What follows belongs to an exercise in optimizing a design on an open flow for small area, a short achievable clock period and few clock cycles per item; a production flow would make more cautious choices.
In this exercise RTL edits were held to simulation tests only and were not proved equivalent to the original.

==> flow/design.v <==
package csat_pkg;
  localparam int MAX_VERTICES_DEF = 16;
  localparam int COORD_BITS_DEF   = 16;
  localparam int FIELD_W          = 16;
  localparam int CMD_W            = 2;
  localparam int STATUS_W         = 2;
  typedef enum logic [CMD_W-1:0] {
    CMD_ADD_A = 2'd0,
    CMD_ADD_B = 2'd1,
    CMD_TEST  = 2'd2,
    CMD_NONE  = 2'd3
  } cmd_e;
  typedef enum logic [STATUS_W-1:0] {
    ST_OK    = 2'd0,
    ST_DROP  = 2'd1,
    ST_EMPTY = 2'd2
  } status_e;
  typedef struct packed {
    logic mul_x;
    logic mul_y;
    logic cmp_en;
    logic cmp_first;
    logic cmp_b;
  } proj_ctrl_t;
endpackage
module csat_ram #(
  parameter int WIDTH = 32,
  parameter int DEPTH = 16,
  localparam int AW = (DEPTH > 1) ? $clog2(DEPTH) : 1
) (
  input  logic             clk_i,
  input  logic             we_i,
  input  logic [AW-1:0]    waddr_i,
  input  logic [WIDTH-1:0] wdata_i,
  input  logic [AW-1:0]    raddr_i,
  output logic [WIDTH-1:0] rdata_o
);
  logic [WIDTH-1:0] mem_q [DEPTH];
  logic [WIDTH-1:0] rdata_q;
  always_ff @(posedge clk_i) begin
    if (we_i) begin
      mem_q[waddr_i] <= wdata_i;
    end
    rdata_q <= mem_q[raddr_i];
  end
  assign rdata_o = rdata_q;
endmodule
module csat_proj #(
  parameter int COORD_BITS = csat_pkg::COORD_BITS_DEF
) (
  input  logic                    clk_i,
  input  csat_pkg::proj_ctrl_t    ctrl_i,
  input  logic signed [COORD_BITS-1:0] rd_x_i,
  input  logic signed [COORD_BITS-1:0] rd_y_i,
  input  logic signed [COORD_BITS:0]   nx_i,
  input  logic signed [COORD_BITS:0]   ny_i,
  output logic                    sep_o
);
  localparam int PROD_W = 2 * COORD_BITS + 1;
  localparam int DOT_W  = 2 * COORD_BITS + 2;
  logic signed [COORD_BITS-1:0] y_q;
  logic signed [PROD_W-1:0]     prod_q;
  logic signed [DOT_W-1:0]      dot_q;
  logic signed [DOT_W-1:0]      a_lo_q, a_hi_q, b_lo_q, b_hi_q;
  logic signed [DOT_W-1:0]      lo_s, hi_s;
  logic signed [COORD_BITS-1:0] mul_a;
  logic signed [COORD_BITS:0]   mul_b;
  logic signed [PROD_W-1:0]     mul_p;
  assign mul_a = ctrl_i.mul_y ? y_q : rd_x_i;
  assign mul_b = ctrl_i.mul_y ? ny_i : nx_i;
  assign mul_p = PROD_W'(mul_a * mul_b);
  assign lo_s = ctrl_i.cmp_b ? b_lo_q : a_lo_q;
  assign hi_s = ctrl_i.cmp_b ? b_hi_q : a_hi_q;
  always_ff @(posedge clk_i) begin
    if (ctrl_i.mul_x) begin
      prod_q <= mul_p;
      y_q    <= rd_y_i;
    end
    if (ctrl_i.mul_y) begin
      dot_q <= DOT_W'(prod_q) + DOT_W'(mul_p);
    end
    if (ctrl_i.cmp_en) begin
      if (ctrl_i.cmp_b) begin
        b_lo_q <= (ctrl_i.cmp_first || dot_q < lo_s) ? dot_q : lo_s;
        b_hi_q <= (ctrl_i.cmp_first || dot_q > hi_s) ? dot_q : hi_s;
      end else begin
        a_lo_q <= (ctrl_i.cmp_first || dot_q < lo_s) ? dot_q : lo_s;
        a_hi_q <= (ctrl_i.cmp_first || dot_q > hi_s) ? dot_q : hi_s;
      end
    end
  end
  assign sep_o = (a_lo_q >= b_hi_q) || (b_lo_q >= a_hi_q);
endmodule
module convex_polygon_sat_overlap_core #(
  parameter int MAX_VERTICES = csat_pkg::MAX_VERTICES_DEF,
  parameter int COORD_BITS   = csat_pkg::COORD_BITS_DEF
) (
  input  logic                            clk_i,
  input  logic                            rst_ni,
  input  logic                            in_valid_i,
  output logic                            in_ready_o,
  input  logic [csat_pkg::CMD_W-1:0]      in_command_i,
  input  logic [csat_pkg::FIELD_W-1:0]    in_vertex_x_i,
  input  logic [csat_pkg::FIELD_W-1:0]    in_vertex_y_i,
  output logic                            out_valid_o,
  input  logic                            out_ready_i,
  output logic                            out_overlap_o,
  output logic [csat_pkg::STATUS_W-1:0]   out_status_o
);
  localparam int IDX_W = $clog2(MAX_VERTICES);
  localparam int CNT_W = $clog2(MAX_VERTICES + 1);
  localparam int EXT_W = (COORD_BITS > csat_pkg::FIELD_W) ? COORD_BITS : csat_pkg::FIELD_W;
  localparam int ENT_W = 2 * COORD_BITS;
  localparam int N_W   = COORD_BITS + 1;
  typedef enum logic [3:0] {
    S_IDLE, S_E0, S_E1, S_E2, S_PRD, S_PMX, S_PMY, S_PCMP, S_CHK
  } state_e;
  state_e                  state_q, state_d;
  logic [CNT_W-1:0]        cnt_a_q, cnt_a_d, cnt_b_q, cnt_b_d;
  logic                    ovf_q, ovf_d;
  logic                    src_b_q, src_b_d;
  logic                    pb_q, pb_d;
  logic [IDX_W-1:0]        i_q, i_d, k_q, k_d;
  logic signed [COORD_BITS-1:0] p0x_q, p0x_d, p0y_q, p0y_d;
  logic signed [N_W-1:0]   nx_q, nx_d, ny_q, ny_d;
  logic                    out_valid_q, out_valid_d;
  logic                    overlap_q, overlap_d;
  logic [csat_pkg::STATUS_W-1:0]     status_q, status_d;
  logic                    in_ready, accept;
  csat_pkg::cmd_e                    cmd;
  logic [EXT_W-1:0]        x_ext, y_ext;
  logic signed [COORD_BITS-1:0] in_x, in_y;
  logic [ENT_W-1:0]        wdata;
  logic                    we_a, we_b;
  logic [IDX_W-1:0]        raddr, j_idx;
  logic [ENT_W-1:0]        rdata_a, rdata_b, rd_ent;
  logic                    rd_sel;
  logic signed [COORD_BITS-1:0] rd_x, rd_y;
  logic signed [N_W-1:0]   dx, dy;
  logic [CNT_W-1:0]        n_src, n_cur, i_next, k_next;
  logic                    i_last, k_last;
  logic                    sep;
  csat_pkg::proj_ctrl_t              pctrl;
  csat_pkg::status_e                 run_status;
  assign in_ready = (state_q == S_IDLE) && (!out_valid_q || out_ready_i);
  assign accept   = in_valid_i && in_ready;
  assign cmd      = csat_pkg::cmd_e'(in_command_i);
  assign x_ext = EXT_W'($unsigned(in_vertex_x_i));
  assign y_ext = EXT_W'($unsigned(in_vertex_y_i));
  assign in_x  = x_ext[COORD_BITS-1:0];
  assign in_y  = y_ext[COORD_BITS-1:0];
  assign wdata = {in_y, in_x};
  assign we_a = accept && (cmd == csat_pkg::CMD_ADD_A) && (cnt_a_q != CNT_W'(MAX_VERTICES));
  assign we_b = accept && (cmd == csat_pkg::CMD_ADD_B) && (cnt_b_q != CNT_W'(MAX_VERTICES));
  assign n_src  = src_b_q ? cnt_b_q : cnt_a_q;
  assign n_cur  = pb_q ? cnt_b_q : cnt_a_q;
  assign i_next = CNT_W'(i_q) + CNT_W'(1);
  assign k_next = CNT_W'(k_q) + CNT_W'(1);
  assign i_last = (i_next == n_src);
  assign k_last = (k_next == n_cur);
  assign j_idx  = i_last ? '0 : i_next[IDX_W-1:0];
  always_comb begin
    case (state_q)
      S_E0:    raddr = i_q;
      S_E1:    raddr = j_idx;
      default: raddr = k_q;
    endcase
  end
  assign rd_sel = ((state_q == S_E1) || (state_q == S_E2)) ? src_b_q : pb_q;
  assign rd_ent = rd_sel ? rdata_b : rdata_a;
  assign rd_x   = rd_ent[COORD_BITS-1:0];
  assign rd_y   = rd_ent[ENT_W-1:COORD_BITS];
  assign dx     = N_W'(rd_x) - N_W'(p0x_q);
  assign dy     = N_W'(rd_y) - N_W'(p0y_q);
  assign pctrl.mul_x     = (state_q == S_PMX);
  assign pctrl.mul_y     = (state_q == S_PMY);
  assign pctrl.cmp_en    = (state_q == S_PCMP);
  assign pctrl.cmp_first = (k_q == '0);
  assign pctrl.cmp_b     = pb_q;
  assign run_status = ovf_q ? csat_pkg::ST_DROP : csat_pkg::ST_OK;
  csat_ram #(.WIDTH(ENT_W), .DEPTH(MAX_VERTICES)) u_ram_a (
    .clk_i   (clk_i),
    .we_i    (we_a),
    .waddr_i (cnt_a_q[IDX_W-1:0]),
    .wdata_i (wdata),
    .raddr_i (raddr),
    .rdata_o (rdata_a)
  );
  csat_ram #(.WIDTH(ENT_W), .DEPTH(MAX_VERTICES)) u_ram_b (
    .clk_i   (clk_i),
    .we_i    (we_b),
    .waddr_i (cnt_b_q[IDX_W-1:0]),
    .wdata_i (wdata),
    .raddr_i (raddr),
    .rdata_o (rdata_b)
  );
  csat_proj #(.COORD_BITS(COORD_BITS)) u_proj (
    .clk_i  (clk_i),
    .ctrl_i (pctrl),
    .rd_x_i (rd_x),
    .rd_y_i (rd_y),
    .nx_i   (nx_q),
    .ny_i   (ny_q),
    .sep_o  (sep)
  );
  always_comb begin
    logic adv_edge;
    logic fin;
    logic fin_overlap;
    csat_pkg::status_e fin_status;
    adv_edge    = 1'b0;
    fin         = 1'b0;
    fin_overlap = 1'b0;
    fin_status  = csat_pkg::ST_OK;
    state_d     = state_q;
    cnt_a_d     = cnt_a_q;
    cnt_b_d     = cnt_b_q;
    ovf_d       = ovf_q;
    src_b_d     = src_b_q;
    pb_d        = pb_q;
    i_d         = i_q;
    k_d         = k_q;
    p0x_d       = p0x_q;
    p0y_d       = p0y_q;
    nx_d        = nx_q;
    ny_d        = ny_q;
    out_valid_d = out_valid_q && !out_ready_i;
    overlap_d   = overlap_q;
    status_d    = status_q;
    case (state_q)
      S_IDLE: begin
        if (accept) begin
          case (cmd)
            csat_pkg::CMD_ADD_A: begin
              if (we_a) cnt_a_d = cnt_a_q + CNT_W'(1);
              else ovf_d = 1'b1;
            end
            csat_pkg::CMD_ADD_B: begin
              if (we_b) cnt_b_d = cnt_b_q + CNT_W'(1);
              else ovf_d = 1'b1;
            end
            csat_pkg::CMD_TEST: begin
              if (cnt_a_q == '0 || cnt_b_q == '0) begin
                fin         = 1'b1;
                fin_overlap = 1'b0;
                fin_status  = csat_pkg::ST_EMPTY;
              end else begin
                src_b_d = 1'b0;
                i_d     = '0;
                state_d = S_E0;
              end
            end
            default: ;
          endcase
        end
      end
      S_E0: state_d = S_E1;
      S_E1: begin
        p0x_d   = rd_x;
        p0y_d   = rd_y;
        state_d = S_E2;
      end
      S_E2: begin
        if (dx == '0 && dy == '0) begin
          adv_edge = 1'b1;
        end else begin
          nx_d    = -dy;
          ny_d    = dx;
          pb_d    = 1'b0;
          k_d     = '0;
          state_d = S_PRD;
        end
      end
      S_PRD:  state_d = S_PMX;
      S_PMX:  state_d = S_PMY;
      S_PMY:  state_d = S_PCMP;
      S_PCMP: begin
        if (!k_last) begin
          k_d     = k_next[IDX_W-1:0];
          state_d = S_PRD;
        end else if (!pb_q) begin
          pb_d    = 1'b1;
          k_d     = '0;
          state_d = S_PRD;
        end else begin
          state_d = S_CHK;
        end
      end
      S_CHK: begin
        if (sep) begin
          fin         = 1'b1;
          fin_overlap = 1'b0;
          fin_status  = run_status;
        end else begin
          adv_edge = 1'b1;
        end
      end
      default: state_d = S_IDLE;
    endcase
    if (adv_edge) begin
      if (!i_last) begin
        i_d     = i_next[IDX_W-1:0];
        state_d = S_E0;
      end else if (!src_b_q) begin
        src_b_d = 1'b1;
        i_d     = '0;
        state_d = S_E0;
      end else begin
        fin         = 1'b1;
        fin_overlap = 1'b1;
        fin_status  = run_status;
      end
    end
    if (fin) begin
      out_valid_d = 1'b1;
      overlap_d   = fin_overlap;
      status_d    = fin_status;
      cnt_a_d     = '0;
      cnt_b_d     = '0;
      ovf_d       = 1'b0;
      state_d     = S_IDLE;
    end
  end
  always_ff @(posedge clk_i or negedge rst_ni) begin
    if (!rst_ni) begin
      state_q     <= S_IDLE;
      cnt_a_q     <= '0;
      cnt_b_q     <= '0;
      ovf_q       <= 1'b0;
      src_b_q     <= 1'b0;
      pb_q        <= 1'b0;
      i_q         <= '0;
      k_q         <= '0;
      p0x_q       <= '0;
      p0y_q       <= '0;
      nx_q        <= '0;
      ny_q        <= '0;
      out_valid_q <= 1'b0;
      overlap_q   <= 1'b0;
      status_q    <= csat_pkg::ST_OK;
    end else begin
      state_q     <= state_d;
      cnt_a_q     <= cnt_a_d;
      cnt_b_q     <= cnt_b_d;
      ovf_q       <= ovf_d;
      src_b_q     <= src_b_d;
      pb_q        <= pb_d;
      i_q         <= i_d;
      k_q         <= k_d;
      p0x_q       <= p0x_d;
      p0y_q       <= p0y_d;
      nx_q        <= nx_d;
      ny_q        <= ny_d;
      out_valid_q <= out_valid_d;
      overlap_q   <= overlap_d;
      status_q    <= status_d;
    end
  end
  assign in_ready_o    = in_ready;
  assign out_valid_o   = out_valid_q;
  assign out_overlap_o = overlap_q;
  assign out_status_o  = status_q;
endmodule
==> flow/run.sh <==
#!/bin/bash
# synth_recipe.tcl (not shown) runs the flow's synth.tcl, then flattens the netlist and writes it again
# the make line also repeats each setting of config.mk as NAME=value (left out here)
make -C /OpenROAD-flow-scripts/flow DESIGN_CONFIG=/design/flow/config.mk WORK_HOME=/design/flow/orfs CLKGATE_MAP_FILE= SYNTH_SCRIPT=/design/flow/synth_recipe.tcl finish
==> flow/config.mk <==
export PLATFORM = sky130hd
export DESIGN_NAME = convex_polygon_sat_overlap_core
export DESIGN_NICKNAME = convex_polygon_sat_overlap_core
export VERILOG_FILES = /design/flow/design.v
export SDC_FILE = /design/flow/constraint.sdc
export NUM_CORES = 4
export LEC_CHECK = 0
export CAP_MARGIN = 20
export CORE_MARGIN = 2
export CORE_UTILIZATION = 40
export SLEW_MARGIN = 20
==> flow/constraint.sdc <==
create_clock -name core_clock -period 10.0 [get_ports {clk_i}]
set_input_delay 2.0000 -clock core_clock [delete_from_list [all_inputs] [get_ports {clk_i}]]
set_output_delay 2.0000 -clock core_clock [all_outputs]
set_load 0.01 [all_outputs]
==> run notes <==
==> logic make-up (layout without fill, tap and decap cells) <==
group,Yosys count,after routing,synth area share (%)
AOI/OAI and AO/OA,682,682,6.36
other,0,3,0
xor gates and xnor gates,109,109,1.36
adders and majority gates,576,576,13.0
and+or+nand+nor,1066,1066,6.92
buffers and inverters,716,966,3.94
DFF,1402,1402,57.5
muxes,449,449,10.9
==> worst paths after layout <==
kind / endpoint / depth (start not counted)
max: u_proj.dot_q[32] / 37
min: overlap_q / 1
max reg2reg: u_proj.dot_q[32] / 37
min reg2reg: overlap_q / 1
max in group asynchronous: pb_q / 2
min in group asynchronous: ovf_q / 1
==> per-stage QoR <==
step | utilization (%) | TNS (ns) | cells
2_1_floorplan | - | 0 | 5000
3_3_place_gp | 42.5 | 0 | 7312
3_5_place_dp | 42.5 | -0.0319 | 7312
4_1_cts | 45.3 | 0 | 7590
5_1_grt | 45.4 | -0.0310 | 7590
6_report | 45.4 | 0 | 7593
==> worst register-to-register path, delay by kind of cell (launching register included) <==
family	cells	cell delay [ns]
flops	1	0.45
fa+ha+maj	8	3.38
buf+inv	6	0.91
compound gates	14	2.91
mux	2	0.53
xor+xnor	2	0.25
simple gates	5	0.75
==> final cells by class <==
type                            count  area [sq um]
Fill cell                       15600         96500
Sequential cell                  1402         41000
Multi-Input combinational cell   2882         27900
Clock buffer                      209          4150
Tap cell                         2340          2930
Inverter                          524          1970
Timing Repair Buffer              164          1410
Clock inverter                     69           847
Antenna cell                        3          7.51
==> flip-flops by register name (all words and copies together) (netlist names), 17 cells and up <==
signal	cells
u_proj.b_hi_q	34
u_proj.a_lo_q	34
u_ram_a.rdata_q	32
u_ram_b.rdata_q	32
u_proj.b_lo_q	34
u_proj.a_hi_q	34
u_ram_a.mem_q	512
u_ram_b.mem_q	512
u_proj.prod_q	33
ny_q	17
u_proj.dot_q	34
nx_q	17
==> cell usage in the layout, fill, tap and decap left out, types with 13 or more instances in the layout <==
cell and instances:
a211oi_1 16, a21o_1 60, a21oi_1 112, a22oi_1 130, a31oi_1 42, and2_1 13, and2_2 19, and3_1 15
buf_4 116, clkbuf_1 43, clkbuf_16 151, clkbuf_8 15, clkdlybuf4s50_1 39, clkinv_1 15, clkinv_2 21, dfrtp_1 92
dfxtp_1 64, edfxtp_1 1243, fa_1 279, ha_1 297, inv_1 523, mux2_2 31, mux2i_1 139, mux4_2 256
nand2_1 343, nand2b_1 30, nand3_1 68, nand4_1 32, nor2_1 290, nor2b_1 20, nor3_1 118, nor3b_1 43
o211ai_1 16, o21a_1 39, o21ai_0 158, xnor2_1 75, xor2_1 33
==> repair_timing <==
item                                    in CTS  in global routing
gates cloned                                 0                  0
endpoints found under the setup margin       1                  8
buffers inserted                             0                  0
gates resized for setup                      1                 33
==> per-layer routing <==
layer  global-route usage (%)  vias up  share of wire, %  wire length, um
met2                     33.9     1141                50            89600
met5                        0        -            0.0072               13
met3                     2.83      232               5.1             9150
met1                     26.6    21500                43            77100
met4                     5.23        2               2.2             3980
li1                         -    18700                 -                -
==> impl_metrics.env <==
export IMPL_outcome="no timing/DRC/antenna violations"
export IMPL_die_area_sq_um=182000
export IMPL_grt_max_degree=138
export IMPL_period_needed_ns=9.43
export IMPL_timing_critical_path_mode_cell="fa_1"
export IMPL_die_w_um=426
export IMPL_wl_per_cell_um=23.7
export IMPL_syn_to_final_growth_pct=12.4
export IMPL_crit_type="register to register"
export IMPL_synth_area_top_cells="edfxtp_1 52%, mux4_2 8.1%, fa_1 7.8%, ha_1 5.2%, dfrtp_1 3.3%"
export IMPL_clock_root_buffer="clkbuf_16"
export IMPL_place_area_sq_um=75000
export IMPL_hold_viol=0
export IMPL_path_buf_inv=6
export IMPL_cp_slowest_stage_delay_ns=0.59
export IMPL_grt_first_pass_wirelength_um=270000
export IMPL_core_area_sq_um=177000
export IMPL_antenna_found_initial=4
export IMPL_fmax_mhz=106
export IMPL_synth_common_cells="1243 x edfxtp_1, 523 x inv_1, 344 x nand2_1"
export IMPL_hold_class="register to register"
export IMPL_final_area_sq_um=80200
export IMPL_syn_area_sq_um=71300
export IMPL_setup_viol=0
export IMPL_min_from="overlap_q"
export IMPL_via_per_inst=5.48
export IMPL_avgSynthCellArea_sq_um=14.3
export IMPL_cp_max_fo=15
export IMPL_worstPathRequired_ns=10.54
export IMPL_yosysTopAreaCellShare_pct=52.3
export IMPL_nets=5738
export IMPL_path_delay_family="adder cells"
export IMPL_grt_pass1_vias=42300
export IMPL_setup_slack_ns=0.565
export IMPL_dp_slack_ns=-0.0319
export IMPL_r2r_slack_ns=0.57
export IMPL_rr_startpoint="state_q[3]"
export IMPL_end_kind="register"
export IMPL_synthArstFlopShare_pct=6.78
export IMPL_insertion_delay_ns=0.81
export IMPL_firstDrtPassIters=6
export IMPL_drc=0
export IMPL_synth_top_cell_by_area="edfxtp_1"
export IMPL_post_route_period_util_pct=94.3
export IMPL_max_slew_margin_rel_pct=27.7
export IMPL_port_buffers=42
export IMPL_fin_skew_ns=0.0485
export IMPL_drtIter0Drc=3459
export IMPL_finalMaxSlewViolations=0
export IMPL_postCtsHoldBufs=0
export IMPL_cp_start_kind="register"
export IMPL_whs_ns=0.500
export IMPL_start_util_pct=40.4
export IMPL_cts_clk_slew_worst_paths_ns=0.06
export IMPL_cts_tree="done"
export IMPL_ant_nets=0
export IMPL_synth_enable_flop_cells=1243
export IMPL_layout_drive_gt1_share_pct=14.3
export IMPL_gr_usage_all_layers_pct=19.9
export IMPL_clockBufferDepth=3
export IMPL_yosys_cell_count_top_type="edfxtp_1"
export IMPL_synth_seq_cells=1402
export IMPL_cp_slowest_cell="fa_1"
export IMPL_synthCells=5000
export IMPL_drv_cap=0
export IMPL_syn_nets=5614
export IMPL_yosysWarningCount=3
export IMPL_num_vias=41600
export IMPL_ys_flop_type="edfxtp_1"
export IMPL_tightest_slew_ns=1.08
export IMPL_finalWeightedCongestion=0.926
export IMPL_clkSinkCount=1402
export IMPL_hpwl_um=110000
export IMPL_ys_types=93
export IMPL_worstPathArrival_ns=9.97
export IMPL_cts_max_level=4
export IMPL_die_h_um=426
export IMPL_synth_seq_area_share_pct=57.5
export IMPL_io_pins=43
export IMPL_worstSetupStartpoint="state_q[3]"
export IMPL_numCtsBuffers=150
export IMPL_wl_um=180000
export IMPL_overflow=0
export IMPL_placementRows=154
Testbench counts, summed over its fixed seeds: cycles 351,935, tests 320.

[port drivers added, routing unchanged]
The results above use ideal ports. As a check the final layout listed here was re-extracted and re-timed, cells and wires unchanged.
Step 1 sets driving cells, clkbuf_16 on the clock port and buf_2 on the other inputs (assumed; they add their load-dependent delay and slew).
Step 2 times the ports against the registers' clock, not the clock port: input delays grow and output delays shrink by t, the midpoint of the rising clock arrivals with the driver on.
Slacks: ideal / step 1 / step 2; pairs: ideal / step 1.
t, ns: 0.875
setup slack, ns: 0.565 / 0.565 / 0.565
slew at the worst register clock pin (ns): 0.06 / 0.06
worst data-port slew with drivers (ns): 0.23
cell pins on the clock port's net: 1
After both steps this run still meets setup and hold. The setup slack of this run moves by 0.000 ns with the drivers and by 0.000 ns with both steps.
